From an optimization exercise on the open Yosys and OpenROAD flow, aimed at small area; shortcuts taken in it are not production practice.
In this exercise RTL edits were held to simulation tests only and were not proved equivalent to the original.
The clock port is modelled as an ideal driver; clocking choices that lean on that would not hold on a real chip.
Power is estimated from default activity; no workload was simulated.

--- design/flow/design.v ---
package rf_pkg;
  localparam int XLEN_DEF = 32;
  localparam int NREG_DEF = 32;
  localparam int NR_READ_DEF = 2;
  localparam int NR_WRITE_DEF = 2;
  localparam int AW_DEF = $clog2(NREG_DEF);
  typedef logic [AW_DEF-1:0] reg_addr_t;
endpackage
module rf_wbit (
  input  logic t1, x1, t0, x0, h, s,
  output logic sn
);
  assign sn = ~((t1 & x1) | (t0 & x0) | (h & s));
endmodule
module rf_rd3 (
  input  logic a0, b0, a1, b1, a2, b2,
  output logic yn
);
  assign yn = ~((a0 & b0) | (a1 & b1) | (a2 & b2));
endmodule
module rf_or11x (
  input  logic [10:0] an,
  input  logic        ph,
  output logic        y
);
  logic [2:0] o;
  logic       n;
  rf_nand4 u_a (.a(an[3:0]),  .y(o[0]));
  rf_nand4 u_b (.a(an[7:4]),  .y(o[1]));
  rf_nand3 u_c (.a(an[10:8]), .y(o[2]));
  rf_or3   u_n (.a(o),        .y(n));
  rf_xor2  u_x (.a(n), .b(ph), .y(y));
endmodule
module rf_nand4 (input logic [3:0] a, output logic y);
  assign y = ~&a;
endmodule
module rf_nand3 (input logic [2:0] a, output logic y);
  assign y = ~&a;
endmodule
module rf_or3 (input logic [2:0] a, output logic y);
  assign y = |a;
endmodule
module rf_xor2 (input logic a, b, output logic y);
  assign y = a ^ b;
endmodule
module regfile_mp
#(
  parameter int XLEN = rf_pkg::XLEN_DEF,
  parameter int NREG = rf_pkg::NREG_DEF,
  parameter int NR_READ = rf_pkg::NR_READ_DEF,
  parameter int NR_WRITE = rf_pkg::NR_WRITE_DEF,
  parameter int AW = $clog2(NREG)
) (
  input  logic                              i_clk,
  input  logic                              i_rst_n,
  input  logic [NR_READ-1:0][AW-1:0]        i_raddr,
  output logic [NR_READ-1:0][XLEN-1:0]      o_rdata,
  output logic [NR_READ-1:0]                o_rbusy,
  input  logic [NR_WRITE-1:0]               i_we,
  input  logic [NR_WRITE-1:0][AW-1:0]       i_waddr,
  input  logic [NR_WRITE-1:0][XLEN-1:0]     i_wdata,
  input  logic                              i_issue_valid,
  input  logic [AW-1:0]                     i_issue_rd,
  output logic [NREG-1:0]                   o_busy_vec
);
  logic ph;
  always_ff @(posedge i_clk or negedge i_rst_n)
    if (!i_rst_n) ph <= 1'b0;
    else ph <= ~ph;
  logic [NR_WRITE-1:0][XLEN-1:0] wx;
  assign wx = i_wdata ^ {(NR_WRITE*XLEN){ph}};
  logic [NREG-1:0] ws0, ws1, iss;
  always_comb
    for (int i = 0; i < NREG; i++) begin
      ws0[i] = i_we[0] && i_waddr[0] == AW'(i);
      ws1[i] = i_we[1] && i_waddr[1] == AW'(i);
      iss[i] = i_issue_valid && i_issue_rd == AW'(i);
    end
  logic [NR_READ-1:0] f1, f0, rph;
  logic [NR_READ-1:0][NREG-1:0] rsel;
  logic [NR_READ-1:0][NREG-1:0] rdec;
  wire  [NREG-1:0] vld;
  wire  [XLEN-1:0] sv [NREG];
  for (genvar p = 0; p < NR_READ; p++) begin : g_sel
    assign f1[p] = i_we[1] && i_waddr[1] == i_raddr[p] && i_raddr[p] != '0;
    assign f0[p] = i_we[0] && i_waddr[0] == i_raddr[p] && i_raddr[p] != '0 && !f1[p];
    for (genvar i = 0; i < NREG; i++) begin : g_i
      assign rdec[p][i] = i_raddr[p] == AW'(i);
      assign rsel[p][i] = rdec[p][i] && vld[i] && !(ws0[i] || ws1[i]);
    end
    assign rph[p] = ph && vld[i_raddr[p]] && !f1[p] && !f0[p];
  end
  assign vld[0] = 1'b0;
  assign sv[0]  = '0;
  assign o_busy_vec[0] = 1'b0;
  for (genvar i = 1; i < NREG; i++) begin : g_r
    logic t1, t0, h;
    logic v, b;
    logic [XLEN-1:0] s, sn;
    assign t1 = ws1[i];
    assign t0 = ws0[i] & ~ws1[i];
    assign h  = ~(ws0[i] | ws1[i]);
    for (genvar k = 0; k < XLEN; k++) begin : g_b
      rf_wbit u_w (
        .t1(t1), .x1(wx[1][k]), .t0(t0), .x0(wx[0][k]), .h(h), .s(s[k]), .sn(sn[k])
      );
    end
    always_ff @(posedge i_clk)
      s <= sn;
    assign sv[i] = s;
    always_ff @(posedge i_clk or negedge i_rst_n)
      if (!i_rst_n) v <= 1'b0;
      else v <= v | ws0[i] | ws1[i];
    assign vld[i] = v;
    always_ff @(posedge i_clk or negedge i_rst_n)
      if (!i_rst_n) b <= 1'b0;
      else b <= (b & ~(ws0[i] | ws1[i])) | iss[i];
    assign o_busy_vec[i] = b;
  end
  for (genvar p = 0; p < NR_READ; p++) begin : g_p
    for (genvar k = 0; k < XLEN; k++) begin : g_b
      logic [32:0] a, d;
      logic [10:0] yn;
      for (genvar i = 1; i < NREG; i++) begin : g_t
        assign a[i-1] = rsel[p][i];
        assign d[i-1] = sv[i][k];
      end
      assign a[31] = f1[p];
      assign d[31] = i_wdata[1][k];
      assign a[32] = f0[p];
      assign d[32] = i_wdata[0][k];
      for (genvar g = 0; g < 11; g++) begin : g_g
        rf_rd3 u_t (
          .a0(a[3*g]), .b0(d[3*g]), .a1(a[3*g+1]), .b1(d[3*g+1]), .a2(a[3*g+2]), .b2(d[3*g+2]),
          .yn(yn[g])
        );
      end
      rf_or11x u_o (.an(yn), .ph(rph[p]), .y(o_rdata[p][k]));
    end
  end
  for (genvar p = 0; p < NR_READ; p++) begin : g_rb
    logic [NREG-1:0] bt;
    for (genvar i = 0; i < NREG; i++) begin : g_i
      assign bt[i] = rdec[p][i] && !f1[p] && !f0[p] && o_busy_vec[i];
    end
    assign o_rbusy[p] = ((f1[p] || f0[p]) && iss[i_raddr[p]]) || |bt;
  end
endmodule
--- design/flow/flow/run.sh ---
#!/bin/bash
# Standard synthesis and layout (standard.sh), with a few layout steps tuned through
# ORFS's own variables and step hooks: small port buffers, no synthesis buffers kept,
# repair limited to moderate cell sizes, a clock tree of small buffers without dummy loads,
# and power recovery (downsizing) after global routing.
set -euo pipefail
here=$(pwd)
fl=$here/flow
bash standard.sh synth > std_synth.log 2>&1
export BUFFER_PORTS_ARGS="-buffer_cell sky130_fd_sc_hd__buf_1"
export PRE_GLOBAL_PLACE_TCL=$fl/pre_gpl.tcl
export PRE_RESIZE_TCL=$fl/pre_resize.tcl
export PRE_CTS_TCL=$fl/no_big.tcl
export PRE_GLOBAL_ROUTE_TCL=$fl/no_big.tcl
export CTS_ARGS="-sink_clustering_enable -repair_clock_nets -buf_list sky130_fd_sc_hd__clkbuf_8 -sink_clustering_size 16 -sink_clustering_max_diameter 60 -dont_use_dummy_load"
export RECOVER_POWER=100
bash standard.sh > std_layout.log 2>&1
--- design/flow/flow/hf_buffer.tcl ---
# put one buffer at the centre of the loads of every high-fanout signal net
proc hf_buffer {minfo cell} {
  set blk [ord::get_db_block]
  set dbu [$blk getDbUnitsPerMicron]
  set todo {}
  foreach net [$blk getNets] {
    if {[$net getSigType] ne "SIGNAL"} continue
    set loads 0; set drv 0; set sx 0; set sy 0
    foreach it [$net getITerms] {
      if {[$it isOutputSignal]} { incr drv; continue }
      incr loads
      set bb [[$it getInst] getBBox]
      set sx [expr {$sx + ([$bb xMin] + [$bb xMax]) / 2.0}]
      set sy [expr {$sy + ([$bb yMin] + [$bb yMax]) / 2.0}]
    }
    if {$loads < $minfo} continue
    if {[$net isSpecial]} continue
    if {[$net getName] eq "i_clk"} continue
    lappend todo [list [$net getName] [expr {$sx / $loads / $dbu}] [expr {$sy / $loads / $dbu}]]
  }
  set n 0
  foreach t $todo {
    lassign $t name x y
    insert_buffer -buffer_cell $cell -net [get_nets $name] -location [list $x $y]
    incr n
  }
  puts "hf_buffer: $n nets"
}
--- design/flow/flow/no_big.tcl ---
# keep repair from reaching for the largest buffers and gates
set_dont_use [get_lib_cells {sky130_fd_sc_hd__*_6 sky130_fd_sc_hd__*_8 sky130_fd_sc_hd__*_12 sky130_fd_sc_hd__*_16}]
--- design/flow/flow/pre_gpl.tcl ---
# drop synthesis buffers before the ports are buffered and the design is placed
remove_buffers
source [file join [file dirname [info script]] no_big.tcl]
--- design/flow/flow/pre_resize.tcl ---
# one buffer at the load centre of every high-fanout signal net, before ORFS's repair
set fl [file dirname [info script]]
source $fl/no_big.tcl
source $fl/hf_buffer.tcl
hf_buffer 12 sky130_fd_sc_hd__buf_4
--- design/flow/standard.sh ---
#!/bin/bash
# synth_recipe.tcl (not shown) runs the flow's synth.tcl, then flattens the netlist and writes it again
# the make line also repeats each setting of config.mk as NAME=value (left out here)
make -C /OpenROAD-flow-scripts/flow DESIGN_CONFIG=/design/flow/config.mk WORK_HOME=/design/flow/orfs CLKGATE_MAP_FILE= SYNTH_SCRIPT=/design/flow/synth_recipe.tcl "${@:-finish}"
--- design/flow/config.mk ---
export PLATFORM = sky130hd
export DESIGN_NAME = regfile_mp
export DESIGN_NICKNAME = regfile_mp
export VERILOG_FILES = /design/flow/design.v
export SDC_FILE = /design/flow/constraint.sdc
export NUM_CORES = 4
export LEC_CHECK = 0
export CAP_MARGIN = 10
export CELL_PAD_IN_SITES_DETAIL_PLACEMENT = 0
export CELL_PAD_IN_SITES_GLOBAL_PLACEMENT = 1
export CORE_MARGIN = 2
export CORE_UTILIZATION = 55
export GPL_TIMING_DRIVEN = 0
export SLEW_MARGIN = 10
export SYNTH_HIERARCHICAL = 1
--- design/flow/constraint.sdc ---
create_clock -name core_clock -period 8.0 [get_ports {i_clk}]
set_input_delay 1.6000 -clock core_clock [delete_from_list [all_inputs] [get_ports {i_clk}]]
set_output_delay 1.6000 -clock core_clock [all_outputs]
set_load 0.01 [all_outputs]
==> flow_metrics.py, run 1 <==
metrics = {
    "synth": {
        "ys.flop_type": "dfxtp_1",
        "synth_edf_count": 0,
        "synth_warnings": 7,
        "ys_types": 64,
        "yosys.area.top_type_share": 0.439,
        "syn_avg_cell_area_um2": 11.8,
        "syn_nets": 3934,
        "synth_common_cells": "a222oi_1 (1696), dfxtp_1 (992), xor2_1 (137)",
        "synth_area_um2": 45200,
        "synth_cells": 3840,
        "synth_area_leader_cell": "dfxtp_1",
        "synthArstFlopShare": 0.0597,
        "seq_area_frac_synth": 0.474,
        "synth-seq-cells": 1055,
        "synth_area_leaders": "dfxtp_1 (44%), a222oi_1 (38%), dfrtp_1 (3.5%)",
        "yosysMostFrequentCell": "a222oi_1",
    },
    "place": {
        "gp_congestion": 1.13,
        "place_inst": 5249,
        "port_buffers": 190,
        "dp_hpwl_mm": 156,
        "pre_cts_ws_ns": -0.200,
    },
    "clocking": {
        "post_cts_buffers": 0,
        "numCtsBuffers": 91,
        "clock-sinks": 1055,
    },
    "floorplan": {
        "die_y_um": 291,
        "die_w_um": 291,
        "rows": 105,
        "ios": 192,
        "start_util": 0.554,
    },
    "grt": {
        "grt_usage": 0.655,
        "overflow": 2,
        "grt_start_max_net_pins": 66,
    },
    "outcome": {
        "status": "stopped before the end",
        "haltStage": "global routing (5_1_grt)",
        "error": "[ERROR GRT-0232] Routing congestion too high. Check the congestion heatmap in the GUI.",
    },
}
-- per-layer routing --
| metal | global-route usage | overflow |
|---|---|---|
| met3 | 0.484 | 0 |
| met2 | 0.808 | 0 |
| met5 | 0.224 | 2 |
| met4 | 0.551 | 0 |
| met1 | 0.715 | 0 |
-- per-module statistics from Yosys, one instance, submodules excluded, excerpt --
module	cells inside	cell area (um^2)	times used
regfile_mp	1824	26200	1
rf_rd3	1	10.0	704
rf_nand3	1	5.00	64
rf_xor2	1	8.76	64
rf_wbit	1	10.0	992
rf_nand4	1	6.26	128
rf_or3	1	6.26	64
-- cell families after synthesis --
| group | Yosys count | share of synthesized area |
|---|---|---|
| DFF | 1055 | 0.474 |
| and+or+nand+nor | 661 | 0.0771 |
| xor gates and xnor gates | 152 | 0.0294 |
| other | 1 | 0.0000829 |
| AOI/OAI and AO/OA | 1826 | 0.394 |
| buffers and inverters | 111 | 0.0129 |
| muxes | 34 | 0.0128 |
-- power by group through the flow --
stage               Clock, W  Sequential (W)  Combinational, W
floorplan                  0         0.00789           0.00218
global placement           0         0.00808           0.00301
detailed placement         0         0.00826           0.00320
CTS                  0.00277         0.00815           0.00322
-- through the flow --
stage          total power [W]  setup TNS, ns  hold slack, ns  instance area, um^2
2_1_floorplan           0.0101         -0.280           0.448                45400
4_1_cts                 0.0141              0           0.485                50200
3_3_place_gp            0.0111        -792.10           0.462                46900
3_5_place_dp            0.0115          -1.75           0.471                48800
-- worst max-delay path by stage --
stage	end	slack [ns]	depth (start not counted)
after floorplan	o_rdata[32]	-0.004	11
after global placement	o_rdata[51]	-6.32	12
after detailed placement	o_rdata[0]	-0.20	15
after CTS	o_rdata[0]	0.01	15
-- what timing repair did --
action                     CTS
hold buffers                 0
gates resized for setup     10
cloned                       9
setup endpoints to repair   27
==> run 2: changes to the inputs <==
--- a/design/flow/design.v
+++ b/design/flow/design.v
@@ -18,10 +18,10 @@
 );
   assign yn = ~((a0 & b0) | (a1 & b1) | (a2 & b2));
 endmodule
-module rf_or11x (
+module rf_or11xn (
   input  logic [10:0] an,
   input  logic        ph,
-  output logic        y
+  output logic        yn
 );
   logic [2:0] o;
   logic       n;
@@ -29,7 +29,10 @@
   rf_nand4 u_b (.a(an[7:4]),  .y(o[1]));
   rf_nand3 u_c (.a(an[10:8]), .y(o[2]));
   rf_or3   u_n (.a(o),        .y(n));
-  rf_xor2  u_x (.a(n), .b(ph), .y(y));
+  rf_xnor2 u_x (.a(n), .b(ph), .y(yn));
+endmodule
+module rf_nand2 (input logic a, b, output logic y);
+  assign y = ~(a & b);
 endmodule
 module rf_nand4 (input logic [3:0] a, output logic y);
   assign y = ~&a;
@@ -40,8 +43,8 @@
 module rf_or3 (input logic [2:0] a, output logic y);
   assign y = |a;
 endmodule
-module rf_xor2 (input logic a, b, output logic y);
-  assign y = a ^ b;
+module rf_xnor2 (input logic a, b, output logic y);
+  assign y = ~(a ^ b);
 endmodule
 module regfile_mp
 #(
@@ -76,19 +79,18 @@
       ws1[i] = i_we[1] && i_waddr[1] == AW'(i);
       iss[i] = i_issue_valid && i_issue_rd == AW'(i);
     end
-  logic [NR_READ-1:0] f1, f0, rph;
+  logic [NR_READ-1:0] f1, f0, nf, rph;
   logic [NR_READ-1:0][NREG-1:0] rsel;
-  logic [NR_READ-1:0][NREG-1:0] rdec;
   wire  [NREG-1:0] vld;
   wire  [XLEN-1:0] sv [NREG];
   for (genvar p = 0; p < NR_READ; p++) begin : g_sel
     assign f1[p] = i_we[1] && i_waddr[1] == i_raddr[p] && i_raddr[p] != '0;
     assign f0[p] = i_we[0] && i_waddr[0] == i_raddr[p] && i_raddr[p] != '0 && !f1[p];
+    assign nf[p] = !(f1[p] || f0[p]);
     for (genvar i = 0; i < NREG; i++) begin : g_i
-      assign rdec[p][i] = i_raddr[p] == AW'(i);
-      assign rsel[p][i] = rdec[p][i] && vld[i] && !(ws0[i] || ws1[i]);
+      assign rsel[p][i] = i_raddr[p] == AW'(i) && vld[i];
     end
-    assign rph[p] = ph && vld[i_raddr[p]] && !f1[p] && !f0[p];
+    assign rph[p] = ph && vld[i_raddr[p]];
   end
   assign vld[0] = 1'b0;
   assign sv[0]  = '0;
@@ -117,32 +119,32 @@
       else b <= (b & ~(ws0[i] | ws1[i])) | iss[i];
     assign o_busy_vec[i] = b;
   end
+  logic [NR_WRITE-1:0][XLEN-1:0] nwd;
+  assign nwd = ~i_wdata;
   for (genvar p = 0; p < NR_READ; p++) begin : g_p
     for (genvar k = 0; k < XLEN; k++) begin : g_b
-      logic [32:0] a, d;
+      logic [30:0] a, d;
       logic [10:0] yn;
+      logic rn;
       for (genvar i = 1; i < NREG; i++) begin : g_t
         assign a[i-1] = rsel[p][i];
         assign d[i-1] = sv[i][k];
       end
-      assign a[31] = f1[p];
-      assign d[31] = i_wdata[1][k];
-      assign a[32] = f0[p];
-      assign d[32] = i_wdata[0][k];
-      for (genvar g = 0; g < 11; g++) begin : g_g
+      for (genvar g = 0; g < 10; g++) begin : g_g
         rf_rd3 u_t (
           .a0(a[3*g]), .b0(d[3*g]), .a1(a[3*g+1]), .b1(d[3*g+1]), .a2(a[3*g+2]), .b2(d[3*g+2]),
           .yn(yn[g])
         );
       end
-      rf_or11x u_o (.an(yn), .ph(rph[p]), .y(o_rdata[p][k]));
+      rf_nand2 u_l (.a(a[30]), .b(d[30]), .y(yn[10]));
+      rf_or11xn u_o (.an(yn), .ph(rph[p]), .yn(rn));
+      rf_rd3 u_f (
+        .a0(f1[p]), .b0(nwd[1][k]), .a1(f0[p]), .b1(nwd[0][k]), .a2(nf[p]), .b2(rn),
+        .yn(o_rdata[p][k])
+      );
     end
   end
   for (genvar p = 0; p < NR_READ; p++) begin : g_rb
-    logic [NREG-1:0] bt;
-    for (genvar i = 0; i < NREG; i++) begin : g_i
-      assign bt[i] = rdec[p][i] && !f1[p] && !f0[p] && o_busy_vec[i];
-    end
-    assign o_rbusy[p] = ((f1[p] || f0[p]) && iss[i_raddr[p]]) || |bt;
+    assign o_rbusy[p] = nf[p] ? o_busy_vec[i_raddr[p]] : iss[i_raddr[p]];
   end
 endmodule
--- a/design/flow/flow/run.sh
+++ b/design/flow/flow/run.sh
@@ -7,7 +7,7 @@
 here=$(pwd)
 fl=$here/flow
 bash standard.sh synth > std_synth.log 2>&1
-export BUFFER_PORTS_ARGS="-buffer_cell sky130_fd_sc_hd__buf_1"
+export DONT_BUFFER_PORTS=1
 export PRE_GLOBAL_PLACE_TCL=$fl/pre_gpl.tcl
 export PRE_RESIZE_TCL=$fl/pre_resize.tcl
 export PRE_CTS_TCL=$fl/no_big.tcl
==> design/flow/flow/pre_gpl.tcl (replaced) <==
# drop synthesis buffers, then buffer the ports: inputs with buf_2 (several fan out widely),
# outputs with buf_1 (each drives only its pin)
remove_buffers
buffer_ports -inputs -buffer_cell sky130_fd_sc_hd__buf_2
buffer_ports -outputs -buffer_cell sky130_fd_sc_hd__buf_1
source [file join [file dirname [info script]] no_big.tcl]
==> design/flow/config.mk (replaced) <==
export PLATFORM = sky130hd
export DESIGN_NAME = regfile_mp
export DESIGN_NICKNAME = regfile_mp
export VERILOG_FILES = /design/flow/design.v
export SDC_FILE = /design/flow/constraint.sdc
export NUM_CORES = 4
export LEC_CHECK = 0
export CAP_MARGIN = 10
export CELL_PAD_IN_SITES_DETAIL_PLACEMENT = 1
export CELL_PAD_IN_SITES_GLOBAL_PLACEMENT = 2
export CORE_MARGIN = 2
export CORE_UTILIZATION = 30
export GPL_TIMING_DRIVEN = 0
export SLEW_MARGIN = 10
export SYNTH_HIERARCHICAL = 1
==> run 2 against run 1 <==
The layout now fails its checks (capacitance limit, slew limit, setup timing). Synthesized cell count rose by 2.9%. Area after synthesis rose by 1.4%.
==> flow_metrics.py, run 2 <==
metrics = {
    "clocking": {
        "holdBufCountCts": 0,
        "cts-resized-gates": 0,
        "post_cts_buffers": 0,
        "cts_tree": "built",
        "clock-sinks": 1055,
        "clock_insertion_delay_worst_skew_ns": 0.93,
        "numCtsBuffers": 114,
        "cts.reportedPaths.clkPinSlew_ns": 0.07,
    },
    "pwr": {
        "power_w": 0.0153,
        "peakVddDrop_mv": 0.132,
        "p_leak_nw": 18.0,
        "power_density_nw_per_um2": 295,
    },
    "grt": {
        "grt_pass1_vias": 49300,
        "overflow": 0,
        "grt_start_max_net_pins": 66,
        "grt_usage": 0.387,
        "antenna_found_initial": 43,
        "grt_pass1_wl_mm": 431,
    },
    "synth": {
        "synth_edf_count": 0,
        "synth_area_um2": 45900,
        "yosysMostFrequentCell": "a222oi_1",
        "syn_avg_cell_area_um2": 11.6,
        "synth_area_leaders": "dfxtp_1 (43%), a222oi_1 (37%), dfrtp_1 (3.4%)",
        "seq_area_frac_synth": 0.467,
        "synth-seq-cells": 1055,
        "yosys.area.top_type_share": 0.433,
        "synth_cells": 3953,
        "syn_nets": 4047,
        "synth_area_leader_cell": "dfxtp_1",
        "synthArstFlopShare": 0.0597,
        "synth_warnings": 7,
        "ys.flop_type": "dfxtp_1",
        "synth_common_cells": "a222oi_1 (1696), dfxtp_1 (992), nand2_1 (160)",
        "ys_types": 63,
    },
    "floorplan": {
        "rows": 143,
        "core_area_um2": 152000,
        "start_util": 0.302,
        "die_y_um": 395,
        "die_area_um2": 156000,
        "die_w_um": 395,
        "ios": 192,
    },
    "sta": {
        "grt_setup_unrepaired": "false",
        "fin_crit_ns": 8.14,
        "hold_viol": 0,
        "timing.final.crit_share": 1.02,
        "worst_pin_slew_ns": 3.97,
        "slew_violations": 2164,
        "fin_skew_ns": 0.119,
        "relSlewSlack": -1.65,
        "hold_ws_ns": 0.486,
        "setup_ws_ns": -0.139,
        "max_freq_ghz": 0.123,
        "setup_viol": 4,
    },
    "routing": {
        "first_pass_iters": 15,
        "drc": 0,
        "ant_nets": 0,
        "num_vias": 54300,
        "wl_per_cell_um": 49.7,
        "drt_iter0_markers": 17000,
        "drt_wl_total_mm": 322,
        "viasPerCell": 8.38,
    },
    "finish": {
        "largest_register_ffs": 992,
        "num-fill-cells": 16700,
        "fin_util": 0.342,
        "regMostFlops": "g_r.s",
        "nNetsFinal": 4515,
        "reg_top3": "g_r.s x992, g_r.b x31, g_r.v x31",
        "area_growth_pct": 13.3,
        "drive_above_1_share": 0.0982,
        "layout_common_cells": "a222oi_1 (1696), dfxtp_1 (992), buf_4 (185)",
        "final_common_cell": "a222oi_1",
    },
    "critical_path": {
        "cp-end-kind": "output port",
        "cp-start-kind": "input pin",
        "cp.arrival_ns": 6.54,
        "critPathRequiredTime_ns": 6.40,
        "path_max_fanout": 32,
        "path_class": "input pin to output port",
    },
    "run": {
        "maxCapViolations": 61,
    },
    "outcome": {
        "status": "failed layout checks",
        "violatedChecks": "capacitance limit, slew limit, setup timing",
    },
    "place": {
        "port_buffers": 190,
        "dp_hpwl_mm": 186,
        "gp_congestion": 0.894,
    },
    "hold_path": {
        "hp-class": "register to register",
    },
}
[run 2: cell types whose count changed after synthesis, moves of 8 or more]
cell | before | now
xnor2_1 | 15 | 84
xor2_1 | 137 | 68
and3_1 | 5 | 67
inv_1 | 11 | 72
nand2_1 | 111 | 160
nor3_1 | 59 | 13
nor4_1 | 28 | 2
buf_2 | 23 | 6
a21oi_1 | 42 | 55
o21ai_0 | 26 | 13
nand2b_1 | 51 | 42
nand3_1 | 77 | 86
buf_6 | 1 | 9
[run 2: kinds of logic after synthesis]
family | synth area share
AO/OA/AOI/OAI | 0.389
flip-flops | 0.467
AND/OR/NAND/NOR | 0.0813
buffers and inverters | 0.0185
XOR/XNOR | 0.0290
multiplexers | 0.0144
other | 0.0000818
[run 2: path summary, 6_finish.rpt]
path	start	end	slack [ns]	depth (start not counted)
max	i_raddr[0]	o_rdata[28]	-0.14	13
max reg2reg	ph	g_r[6].s[8]	4.93	4
max in group asynchronous	i_rst_n	g_r[10].b	3.32	2
min in group asynchronous	i_rst_n	g_r[23].b	2.43	2
min reg2reg	g_r[29].s[24]	g_r[29].s[24]	0.49	1
min	g_r[29].s[24]	g_r[29].s[24]	0.49	1
[run 2: per-layer routing]
layer | routed length [um] | vias up | track usage
li1 | - | 20300 | -
met1 | 121000 | 27800 | 0.508
met5 | 870 | - | 0.0394
met2 | 129000 | 5070 | 0.548
met4 | 20700 | 40 | 0.189
met3 | 50600 | 1007 | 0.149
[run 2: Yosys stat by module (local to each module, per instance), excerpt]
| module | cell area [um^2] | times used | cells inside | flops+latches |
|---|---|---|---|---|
| rf_nand4 | 6.26 | 128 | 1 | 0 |
| rf_wbit | 10.0 | 992 | 1 | 0 |
| rf_xnor2 | 8.76 | 64 | 1 | 0 |
| rf_or3 | 6.26 | 64 | 1 | 0 |
| regfile_mp | 26600 | 1 | 1873 | 1055 |
| rf_nand2 | 3.75 | 64 | 1 | 0 |
| rf_rd3 | 10.0 | 704 | 1 | 0 |
| rf_nand3 | 5.00 | 64 | 1 | 0 |
[run 2: power by group]
| group | leakage, nW | switching [W] | total, W | internal (W) |
|---|---|---|---|---|
| Combinational | 8.03 | 0.00210 | 0.00377 | 0.00167 |
| Clock | 0.820 | 0.00205 | 0.00330 | 0.00125 |
| Sequential | 9.13 | 0.00132 | 0.00824 | 0.00692 |
[run 2: cell type report, clock buffers not listed]
class | count | area, um^2 | area share
timing repair buffer | 444 | 2490 | 0.0479
multi-input combinational | 2732 | 23600 | 0.454
inverter | 74 | 293 | 0.00563
tap | 2030 | 2540 | 0.0489
antenna | 28 | 70.1 | 0.00135
sequential | 1055 | 21400 | 0.413
[run 2: metrics by stage]
step,setup WS [ns],setup TNS (ns),cells,area [um^2]
6_report,-0.139,-0.292,6477,52000
3_5_place_dp,0.364,0,6333,50600
3_3_place_gp,-3.41,-2168.07,6081,48700
4_1_cts,0.373,0,6447,52100
2_1_floorplan,1.18,0,3953,45900
5_1_grt,0.0940,0,6457,51900
[run 2: critical path, stage by stage]
cell and delay, ns:
clkbuf_1 0.16, buf_4 0.42, nor2_1 0.14, buf_4 0.25, and3_1 0.40, buf_2 0.62, a222oi_1 0.52, nand4_1 0.48
or3_1 0.54, xnor2_1 0.17, a222oi_1 0.68, clkbuf_2 0.34, buf_1 0.18
==> run 3: changes to the inputs <==
==> design/flow/run.sh (new file) <==
#!/bin/bash
# synth_recipe.tcl (not shown) runs the flow's synth.tcl, then flattens the netlist and writes it again
# the make line also repeats each setting of config.mk as NAME=value (left out here)
make -C /OpenROAD-flow-scripts/flow DESIGN_CONFIG=/design/flow/config.mk WORK_HOME=/design/flow/orfs CLKGATE_MAP_FILE= SYNTH_SCRIPT=/design/flow/synth_recipe.tcl finish
==> design/flow/config.mk (replaced) <==
export PLATFORM = sky130hd
export DESIGN_NAME = regfile_mp
export DESIGN_NICKNAME = regfile_mp
export VERILOG_FILES = /design/flow/design.v
export SDC_FILE = /design/flow/constraint.sdc
export NUM_CORES = 4
export LEC_CHECK = 0
export CAP_MARGIN = 20
export CELL_PAD_IN_SITES_DETAIL_PLACEMENT = 1
export CELL_PAD_IN_SITES_GLOBAL_PLACEMENT = 2
export CORE_MARGIN = 2
export CORE_UTILIZATION = 30
export CTS_BUF_LIST = sky130_fd_sc_hd__clkbuf_8
export CTS_CLUSTER_DIAMETER = 60
export CTS_CLUSTER_SIZE = 16
export SLEW_MARGIN = 20
export SYNTH_HIERARCHICAL = 1
removed: design/flow/flow/run.sh
removed: design/flow/flow/hf_buffer.tcl
removed: design/flow/flow/no_big.tcl
removed: design/flow/flow/pre_gpl.tcl
removed: design/flow/flow/pre_resize.tcl
removed: design/flow/standard.sh
==> run 3 against run 2 <==
The layout fails its checks (setup timing). Synthesized cell count unchanged. First-iteration DRC count down 8.3%. Hold slack better by 0.0032 ns. Routed wire length is 7.7% lower. Clock power grew 38%. Highest routed layer unchanged.
==> flow_metrics.py, run 3 <==
metrics = {
    "floorplan": {
        "die_y_um": 395,
        "die_area_um2": 156000,
        "start_util": 0.302,
        "ios": 192,
        "rows": 143,
        "die_w_um": 395,
        "core_area_um2": 152000,
    },
    "sta": {
        "grt_setup_unrepaired": "false",
        "timing.final.crit_share": 1.00,
        "slew_violations": 0,
        "relSlewSlack": 0.150,
        "setup_viol": 1,
        "worst_pin_slew_ns": 1.27,
        "hold_ws_ns": 0.490,
        "max_freq_ghz": 0.124,
        "fin_skew_ns": 0.0387,
        "setup_ws_ns": -0.0357,
        "hold_viol": 0,
        "fin_crit_ns": 8.04,
    },
    "finish": {
        "nNetsFinal": 4600,
        "reg_top3": "g_r.s x992, g_r.b x31, g_r.v x31",
        "fin_util": 0.376,
        "fin_cells": 6639,
        "regMostFlops": "g_r.s",
        "num-fill-cells": 16400,
        "largest_register_ffs": 992,
        "final_common_cell": "a222oi_1",
        "area_growth_pct": 24.7,
        "layout_common_cells": "a222oi_1 (1696), dfxtp_1 (992), buf_4 (298)",
        "drive_above_1_share": 0.178,
    },
    "outcome": {
        "violatedChecks": "setup timing",
        "status": "failed layout checks",
    },
    "synth": {
        "synth_cells": 3953,
        "synth_area_leader_cell": "dfxtp_1",
        "synth_common_cells": "a222oi_1 (1696), dfxtp_1 (992), nand2_1 (160)",
        "syn_nets": 4047,
        "syn_avg_cell_area_um2": 11.6,
        "yosysMostFrequentCell": "a222oi_1",
        "yosys.area.top_type_share": 0.433,
        "synth_area_um2": 45900,
        "synth-seq-cells": 1055,
        "ys_types": 63,
        "synth_edf_count": 0,
        "synthArstFlopShare": 0.0597,
        "synth_area_leaders": "dfxtp_1 (43%), a222oi_1 (37%), dfrtp_1 (3.4%)",
        "synth_warnings": 7,
        "ys.flop_type": "dfxtp_1",
        "seq_area_frac_synth": 0.467,
    },
    "critical_path": {
        "cp-start-kind": "input pin",
        "r2r_slack_ns": 4.63,
        "cp.arrival_ns": 6.44,
        "r2r_start": "ph",
        "r2r-end": "g_r[29].s[18]",
        "path_class": "input pin to output port",
        "path_max_fanout": 19,
        "cp-end-kind": "output port",
        "crit_start": "i_raddr[2]",
        "crit_end": "o_rdata[21]",
        "critPathRequiredTime_ns": 6.40,
        "rr_worst_depth": 4,
    },
    "place": {
        "port_buffers": 190,
        "gp_congestion": 0.931,
        "place_inst": 6419,
        "dp_hpwl_mm": 180,
        "pre_cts_ws_ns": 0.0396,
    },
    "grt": {
        "antenna_found_initial": 6,
        "grt_util_met3": 0.0966,
        "grtUsageMet2": 0.517,
        "grt_pass1_wl_mm": 407,
        "gr-usage-met1": 0.482,
        "grt_usage": 0.361,
        "grt_start_max_net_pins": 64,
        "grt_pass1_vias": 50500,
        "top_usage_layer": "met2",
        "overflow": 0,
    },
    "routing": {
        "wl_per_cell_um": 44.8,
        "num_vias": 52700,
        "drc": 0,
        "ant_nets": 0,
        "drt_iter0_markers": 15600,
        "first_pass_iters": 12,
        "viasPerCell": 7.94,
        "drt_wl_total_mm": 297,
    },
    "clocking": {
        "holdBufCountCts": 0,
        "clock_insertion_delay_worst_skew_ns": 0.88,
        "clockBufferDepth": 3,
        "clock-sinks": 1055,
        "clockRootBuffer": "clkbuf_8",
        "cts_tree": "built",
        "htree_num_levels": 3,
        "cts.reportedPaths.clkPinSlew_ns": 0.10,
        "numCtsBuffers": 112,
    },
    "hold_path": {
        "min_path_cells": 1,
        "hp-class": "register to register",
    },
    "run": {
        "maxCapViolations": 0,
    },
    "pwr": {
        "peakVddDrop_mv": 0.157,
        "power_density_nw_per_um2": 297,
        "p_leak_nw": 19.8,
    },
}
run 3: per-stage QoR:
step	power [W]	TNS [ns]	instance area (um^2)
after floorplan	0.0103	0	45900
after global placement	0.0122	0	54200
after detailed placement	0.0123	0	54200
after CTS	0.0168	0	57100
after global routing	0.0176	0	57200
final	0.0170	-0.0357	57200
run 3: critical path, stage by stage:
cell	delay, ns
clkdlybuf4s50_1	0.52
buf_4	0.22
nand2b_1	0.14
nor2_1	0.18
and3_2	0.50
buf_4	0.28
a222oi_1	0.41
nand4_1	0.32
or3_1	0.47
xnor2_1	0.18
a222oi_1	0.81
buf_4	0.23
clkdlybuf4s50_1	0.53
run 3: cells by family (layout without fill, tap and decap cells):
kind of cell / count (synthesis) / count (layout) / synth area share
AO/OA/AOI/OAI: 1830 / 1830 / 0.389
flip-flops: 1055 / 1055 / 0.467
AND/OR/NAND/NOR: 711 / 711 / 0.0813
buffers and inverters: 166 / 817 / 0.0185
XOR/XNOR: 152 / 152 / 0.0290
multiplexers: 38 / 38 / 0.0144
other: 1 / 6 / 0.0000818
run 3: worst min path at each step:
| stage | end | start | slack, ns |
|---|---|---|---|
| 2_1_floorplan | g_r[10].s[0] | g_r[10].s[0] | 0.46 |
| 3_3_place_gp | g_r[25].s[23] | g_r[25].s[23] | 0.46 |
| 3_5_place_dp | g_r[31].s[0] | g_r[31].s[0] | 0.47 |
| 4_1_cts | g_r[31].s[0] | g_r[31].s[0] | 0.49 |
| 5_1_grt | g_r[20].s[10] | g_r[20].s[10] | 0.50 |
| 6_report | g_r[5].s[11] | g_r[5].s[11] | 0.49 |
run 3: power breakdown:
group	leakage (nW)	switching [W]	total, W	internal, W
logic	9.29	0.00204	0.00414	0.00209
clock network	1.41	0.00246	0.00456	0.00210
registers	9.13	0.00136	0.00827	0.00691
run 3: final cells by class:
| cell class | instances | area, um^2 | area share |
|---|---|---|---|
| multi-input cells | 2732 | 25000 | 0.438 |
| flip-flops and latches | 1055 | 21400 | 0.375 |
| repair buffers | 531 | 5030 | 0.0879 |
| well taps | 2030 | 2540 | 0.0444 |
| clock buffers | 121 | 1670 | 0.0291 |
| clock inverters | 91 | 1180 | 0.0207 |
| inverters | 74 | 293 | 0.00512 |
| diodes | 5 | 12.5 | 0.000219 |
run 3: modules after synthesis (local to each module, per instance), a selection:
| module | flops+latches | cells inside | copies in the design |
|---|---|---|---|
| regfile_mp | 1055 | 1873 | 1 |
| rf_or3 | 0 | 1 | 64 |
| rf_xnor2 | 0 | 1 | 64 |
| rf_wbit | 0 | 1 | 992 |
| rf_nand2 | 0 | 1 | 64 |
| rf_rd3 | 0 | 1 | 704 |
| rf_nand4 | 0 | 1 | 128 |
| rf_nand3 | 0 | 1 | 64 |
run 3: repair_timing:
action	in CTS	in global routing
resized for setup	0	3
setup endpoints to repair	0	1
setup buffers	0	0
run 3: per-layer routing:
metal / wire length [um] / vias to the layer above
met5: 136 / -
met4: 19500 / 4
met3: 40400 / 766
met2: 122000 / 4407
met1: 115000 / 26900
li1: - / 20600
==> run 4: changes to the inputs <==
--- a/design/flow/config.mk
+++ b/design/flow/config.mk
@@ -13,5 +13,6 @@
 export CTS_BUF_LIST = sky130_fd_sc_hd__clkbuf_8
 export CTS_CLUSTER_DIAMETER = 60
 export CTS_CLUSTER_SIZE = 16
+export SETUP_SLACK_MARGIN = 0.15
 export SLEW_MARGIN = 20
 export SYNTH_HIERARCHICAL = 1
==> run 4 against run 3 <==
Now clean on timing, DRC and antenna. First-iteration DRC count is 0.51% lower. Final cell count stayed put. Area after synthesis is the same. Maximum frequency is 0.63% higher. Clock skew decreased by 0.0016 ns. Cell area barely moved. Critical endpoint unchanged.
==> flow_metrics.py, run 4 <==
metrics = {
    "finish": {
        "num-fill-cells": 16400,
        "multi_input_area_um2": 25100,
        "drive_above_1_share": 0.178,
        "fin_cells": 6639,
        "area_growth_pct": 24.8,
        "reg_top3": "g_r.s x992, g_r.b x31, g_r.v x31",
        "fin_util": 0.377,
        "largest_register_ffs": 992,
        "final_common_cell": "a222oi_1",
        "layout_common_cells": "a222oi_1 (1696), dfxtp_1 (992), buf_4 (298)",
        "nNetsFinal": 4600,
        "seq_area_um2": 21400,
        "final_area_um2": 57200,
        "regMostFlops": "g_r.s",
    },
    "critical_path": {
        "path_max_fanout": 18,
        "rr_worst_depth": 4,
        "r2r-end": "g_r[29].s[18]",
        "cp-end-kind": "output port",
        "cp-start-kind": "input pin",
        "cp.arrival_ns": 6.39,
        "max_stage_delay_ns": 0.79,
        "path_class": "input pin to output port",
        "path_cells": "clkdlybuf4s50_1, and2_1, and3_2, buf_4, a222oi_1, nand4_1, or3_1, xnor2_1, a222oi_1, buf_4, clkdlybuf4s50_1",
        "r2r_slack_ns": 4.65,
        "path_buf_inv": 4,
        "critPathRequiredTime_ns": 6.40,
        "cp_top_family": "simple AND/OR/NAND/NOR gates",
        "r2r_start": "ph",
        "cpMaxStageDelayCell": "a222oi_1",
    },
    "hold_path": {
        "min_path_cells": 1,
        "hold_start": "g_r[5].s[11]",
        "hp-class": "register to register",
        "hold-path-endpoint": "g_r[5].s[11]",
    },
    "pwr": {
        "power_density_nw_per_um2": 297,
        "clock_power_share": 0.268,
        "p_leak_nw": 19.8,
        "switching_power_w": 0.00586,
        "pwr-share-seq": 0.488,
        "pwr-share-comb": 0.244,
        "p_sw_frac": 0.346,
        "peakVddDrop_mv": 0.157,
        "p_int_w": 0.0111,
    },
    "routing": {
        "num_vias": 53000,
        "first_pass_iters": 14,
        "ant_nets": 0,
        "drt_iter0_markers": 15500,
        "viasPerCell": 7.98,
        "wl_per_cell_um": 44.7,
        "drt_wl_total_mm": 297,
        "drc": 0,
    },
    "grt": {
        "antenna_found_initial": 6,
        "grt_usage": 0.361,
        "grt_start_max_net_pins": 64,
        "top_usage_layer": "met2",
        "grt_pass1_vias": 50600,
        "grt_util_met3": 0.0963,
        "grt_pass1_wl_mm": 407,
        "overflow": 0,
        "grtUsageMet2": 0.517,
        "gr-usage-met1": 0.482,
    },
    "synth": {
        "synthMuxAreaShare": 0.0144,
        "synth_common_cells": "a222oi_1 (1696), dfxtp_1 (992), nand2_1 (160)",
        "ys.flop_type": "dfxtp_1",
        "synth-simple-area-share": 0.0813,
        "synth_top_family_by_area": "compound AO/OA/AOI/OAI gates",
        "syn_nets": 4047,
        "synth-seq-cells": 1055,
        "ys_types": 63,
        "synth_warnings": 7,
        "synth_area_leaders": "dfxtp_1 (43%), a222oi_1 (37%), dfrtp_1 (3.4%)",
        "yosysMostFrequentCell": "a222oi_1",
        "syn_avg_cell_area_um2": 11.6,
        "synthArstFlopShare": 0.0597,
        "synth_edf_count": 0,
        "synth_cells": 3953,
        "synth_area_um2": 45900,
        "synth_xor_area_frac": 0.0290,
        "synth_area_leader_cell": "dfxtp_1",
        "yosys.area.top_type_share": 0.433,
        "synth_fa_ha_area_frac": 0,
        "seq_area_frac_synth": 0.467,
        "synth_compound_area_frac": 0.389,
    },
    "sta": {
        "worst_pin_slew_ns": 1.23,
        "hold_viol": 0,
        "timing.final.crit_share": 0.998,
        "grt_setup_unrepaired": "false",
        "max_freq_ghz": 0.125,
        "relSlewSlack": 0.175,
        "slew_violations": 0,
        "fin_crit_ns": 7.99,
        "setup_viol": 0,
        "fin_setup_tns_ns": 0,
        "fin_skew_ns": 0.0370,
        "setup_ws_ns": 0.0144,
    },
    "clocking": {
        "numCtsBuffers": 112,
        "post_cts_buffers": 0,
        "clockBufferDepth": 3,
        "clock-sinks": 1055,
        "clock_insertion_delay_worst_skew_ns": 0.88,
        "holdBufCountCts": 0,
        "htree_num_levels": 3,
        "clockRootBuffer": "clkbuf_8",
        "cts_tree": "built",
        "cts.reportedPaths.clkPinSlew_ns": 0.10,
    },
    "place": {
        "dp_hpwl_mm": 180,
        "gp_congestion": 0.931,
        "pre_cts_ws_ns": 0.0396,
        "port_buffers": 190,
        "place_inst": 6419,
        "placed_cell_area_um2": 54200,
    },
    "floorplan": {
        "die_w_um": 395,
        "die_area_um2": 156000,
        "ios": 192,
        "start_util": 0.302,
        "core_area_um2": 152000,
        "die_y_um": 395,
        "rows": 143,
    },
    "outcome": {
        "status": "no timing/DRC/antenna violations",
    },
    "run": {
        "maxCapViolations": 0,
    },
}
==> run 4: changes by cell type in the layout (fill, tap and decap cells not counted), sizes merged <==
cell	change
clkdlybuf4s50	-1
dlymetal6s2s	+1
==> run 4: how the worst max path moves through the flow <==
stage | from | endpoint | slack (ns) | depth (start not counted)
floorplan | i_raddr[0] | o_rdata[0] | 1.18 | 9
CTS | i_raddr[3] | o_rdata[21] | 0.16 | 11
finish | i_raddr[1] | o_rdata[21] | 0.01 | 11
global placement | i_raddr[3] | o_rdata[21] | 0.07 | 12
detailed placement | i_raddr[3] | o_rdata[21] | 0.04 | 12
global route | i_raddr[1] | o_rdata[21] | 0.15 | 11
==> run 4: per-layer routing <==
metal  vias to the layer above  routed length [um]  share of wire
li1                      20600                   -              -
met1                     27100              114000           0.39
met2                      4583              122000           0.41
met3                       758               40900           0.14
met4                         2               19200          0.065
met5                         -                  12       0.000040
==> run 4: timing repair <==
action,CTS,global route
pin swaps,2,1
endpoints found under the hold margin,0,0
endpoints found under the setup margin,1,3
gates resized for setup,8,6
cloned,0,0
==> run 4: layout make-up <==
cell class              instances  area share
clock buffers                 121      0.0291
diodes                          5    0.000219
multi-input cells            2732       0.438
flip-flops and latches       1055       0.375
repair buffers                531      0.0879
well taps                    2030      0.0444
inverters                      74     0.00512
clock inverters                91      0.0206
==> run 4: kinds of logic (layout without fill, tap and decap cells) <==
kind of cell / Yosys count / after routing
and+or+nand+nor: 711 / 711
other: 1 / 6
muxes: 38 / 38
buffers and inverters: 166 / 817
AOI/OAI and AO/OA: 1830 / 1830
xor gates and xnor gates: 152 / 152
DFF: 1055 / 1055
==> run 4: through the flow <==
step | hold slack [ns] | total power, W
after floorplan | 0.456 | 0.0103
after global placement | 0.463 | 0.0122
after detailed placement | 0.473 | 0.0123
after CTS | 0.490 | 0.0168
after global routing | 0.502 | 0.0176
final | 0.489 | 0.0170
==> run 4: power groups by stage <==
stage | clock, W | sequential, W | combinational, W
finish | 0.00455 | 0.00827 | 0.00414
global route | 0.00482 | 0.00845 | 0.00434
CTS | 0.00461 | 0.00819 | 0.00405
detailed placement | 0 | 0.00829 | 0.00403
global placement | 0 | 0.00825 | 0.00396
floorplan | 0 | 0.00790 | 0.00238
==> run 4: modules after synthesis, one instance, submodules excluded, excerpt <==
module,cells,flops+latches
rf_rd3,1,0
rf_or3,1,0
rf_nand2,1,0
regfile_mp,1873,1055
rf_xnor2,1,0
rf_nand3,1,0

## static timing again, ports no longer ideal
No port has a modelled driver above. Below, the same layouts with a new extraction and two added sets of constraints.
Step 1 (the two cells are an assumption about what drives the block):
set clk [get_ports {i_clk}]
set_driving_cell -lib_cell sky130_fd_sc_hd__clkbuf_16 $clk
set_driving_cell -lib_cell sky130_fd_sc_hd__buf_2 [delete_from_list [all_inputs] $clk]
Step 2, shift: input delay + t, output delay - t, t = (earliest + latest rising clock arrival at the registers) / 2. This alone moves slack from input paths to output paths.
Three values: no drivers, after step 1, after step 2; two values: the first two.
run	shift t [ns]	setup WS [ns]	worst setup path at the end	slew at the worst register clock pin (ns)
run 2	0.945	-0.139 / -0.166 / -0.572	input to register	0.11 / 0.11
run 3	0.955	-0.036 / -0.066 / -0.066	input to output	0.11 / 0.11
run 4	0.958	0.014 / -0.025 / -0.025	input to output	0.11 / 0.11
Met with ideal ports but missed after step 2: setup timing in run 4. The setup slack of run 2, which loses most, moves by -0.027 ns with the drivers and by -0.433 ns with both steps.
